Context: an optimization exercise on an open-source flow, tuned for small area, a short achievable clock period and few clock cycles per item. The choices shown serve that exercise and are no tape-out recipe. The RTL was checked by simulation tests, not by an equivalence proof against the original design. Power and IR drop assume default switching activity.

// multiturn_polar_angle_tracker
module multiturn_polar_angle_tracker #(
  parameter int SAMPLES_PER_AVERAGE = 5,
  parameter int SAMPLE_BITS         = 12
) (
  input  logic                                  clk,
  input  logic                                  rst,
  input  logic                                  psel,
  input  logic                                  penable,
  input  logic                                  pwrite,
  input  logic [mpat_pkg::APB_ADDR_W-1:0]       paddr,
  input  logic [mpat_pkg::APB_DATA_W-1:0]       pwdata,
  output logic [mpat_pkg::APB_DATA_W-1:0]       prdata,
  output logic                                  pready,
  input  logic [SAMPLE_BITS-1:0]                sample,
  input  logic                                  sample_valid,
  output logic                                  sample_stall,
  output logic signed [mpat_pkg::ANGLE_W-1:0]   angle_q8,
  output logic [mpat_pkg::STAGE_W-1:0]          stage,
  output logic [mpat_pkg::OUT_W-1:0]            average,
  output logic [mpat_pkg::OUT_W-1:0]            max_seen,
  output logic [mpat_pkg::OUT_W-1:0]            min_seen,
  output logic                                  result_valid,
  input  logic                                  result_stall
);
Settings: LEC_CHECK=0, CAP_MARGIN=20, CORE_MARGIN=2, CORE_UTILIZATION=50, CTS_CLUSTER_DIAMETER=120, CTS_CLUSTER_SIZE=20, SETUP_SLACK_MARGIN=3.2, SLEW_MARGIN=20; clock period 7.0 ns.
standard.sh (not shown) runs the stock make flow with config.mk's settings and CLKGATE_MAP_FILE= SYNTH_SCRIPT=/design/flow/synth_recipe.tcl, a recipe that flattens the netlist after the stock synthesis.
==> flow/flow/run.sh <==
#!/bin/bash
# Layout flow: the standard ORFS flow (standard.sh's make call) with these
# changes: synthesis maps with an area-oriented ABC script (flow/area.abc)
# instead of ORFS's speed script; ports are buffered with buf_N cells given
# below; and the cells listed in EXTRA_DONT_USE are kept out of the netlist
# (added to the platform's don't-use list). Register mapping, flattening,
# renaming, floorplan, power grid, placement, CTS and routing are unchanged.
set -euo pipefail
here=$(pwd)
EXTRA_DONT_USE="sky130_fd_sc_hd__a222oi_1"
PORT_BUFFER="sky130_fd_sc_hd__buf_1"
# synthesis body: ORFS synth.tcl with the abc script argument replaced
sed 's#^source \$::env(SCRIPTS_DIR)/synth_preamble.tcl#source $::env(SCRIPTS_DIR)/synth_preamble.tcl\nset abc_args [lreplace $abc_args 1 1 $::env(MY_ABC_SCRIPT)]#' \
  "$FLOW_HOME/scripts/synth.tcl" > "$here/my_synth_body.tcl"
grep -q 'MY_ABC_SCRIPT' "$here/my_synth_body.tcl"
# The standard flow's synthesis wrapper, sourcing that body instead of ORFS's synth.tcl
sed "s#source \$::env(SCRIPTS_DIR)/synth.tcl#source $here/my_synth_body.tcl#" \
  "$here/synth_recipe.tcl" > "$here/my_synth.tcl"
grep -q 'my_synth_body.tcl' "$here/my_synth.tcl"
# the platform's don't-use list plus the extra cells
du=$(DONT_USE_CELLS="$EXTRA_DONT_USE" make -s -C "$FLOW_HOME" DESIGN_CONFIG="$here/config.mk" \
  WORK_HOME="$here/orfs" print-DONT_USE_CELLS 2> "$here/dont_use.log" | sed -n 's/^DONT_USE_CELLS: //p')
echo "$du" >> "$here/dont_use.log"
for c in $EXTRA_DONT_USE; do grep -q "$c" <<< "$du"; done
grep -q 'probe_p_8' <<< "$du"
# standard.sh with the synthesis script swapped and the don't-use list given
sed "s#SYNTH_SCRIPT=[^ ]*#SYNTH_SCRIPT=$here/my_synth.tcl ADDER_MAP_FILE= DONT_USE_CELLS=\"$du\"#" \
  "$here/standard.sh" > "$here/my_standard.sh"
grep -q 'my_synth.tcl' "$here/my_standard.sh"
export BUFFER_PORTS_ARGS="-buffer_cell $PORT_BUFFER"
export MY_ABC_SCRIPT="$here/flow/area.abc"
bash "$here/my_standard.sh" > "$here/flow.log" 2>&1
==> flow/flow/area.abc <==
&get -n
&st
&dch
&nf
&put
The baseline finished with timing, DRC and antenna clean.
Testbench counts at the start, summed over its fixed seeds: cycles 16,064, items 3,200.
Rerun with:
--- a/flow/config.mk
+++ b/flow/config.mk
@@ -9,6 +9,6 @@
 export CORE_MARGIN = 2
-export CORE_UTILIZATION = 50
+export CORE_UTILIZATION = 40
 export CTS_CLUSTER_DIAMETER = 120
-export CTS_CLUSTER_SIZE = 20
-export SETUP_SLACK_MARGIN = 3.2
+export CTS_CLUSTER_SIZE = 24
+export SETUP_SLACK_MARGIN = 3.15
 export SLEW_MARGIN = 20
What happened: The new run went through all stages and came out clean; final cell count increases by 4.7%; global-route usage is lower by 5.3 points; power came out lower by 2.3%; register-to-register slack is worse by 0.04 ns.
Rerun with:
--- a/flow/config.mk
+++ b/flow/config.mk
@@ -11,4 +11,4 @@
 export CTS_CLUSTER_DIAMETER = 120
-export CTS_CLUSTER_SIZE = 24
-export SETUP_SLACK_MARGIN = 3.15
+export CTS_CLUSTER_SIZE = 20
+export SETUP_SLACK_MARGIN = 3.3
 export SLEW_MARGIN = 20
Sequential power hardly moves.
Setup slack gains 0.033 ns.
Design area goes up by 2.5%.
Register-to-register slack improves by 0.04 ns.
Hold slack improved by 0.0053 ns.
Clock power rose by 9.0%.
Die area is unchanged.

## re-timing with driven ports
How much do the figures lean on ideal ports? The routed layouts below were timed once more, with nothing changed but the port constraints. Step 1: set_driving_cell puts a clkbuf_16 on clk and a buf_2 on each other input, an assumption about the parent block. Step 2 times the ports against the registers' clock, not the clock port: input delays grow and output delays shrink by t, the midpoint of the rising clock arrivals with the driver on. Three values: ideal ports, drivers, drivers and shift; two values: the first two.
run | t (ns) | slack for setup (ns) | worst slew at a driven data input, ns
the first run | 0.538 | 3.228 / 3.198 / 3.087 | 0.04
the second run | 0.538 | 3.170 / 3.124 / 3.026 | 0.06
the third run | 0.540 | 3.203 / 3.145 / 3.074 | 0.07
After both steps every run listed still meets setup and hold. The setup slack of the second run, which loses most, moves by -0.046 ns with the drivers and by -0.144 ns with both steps.
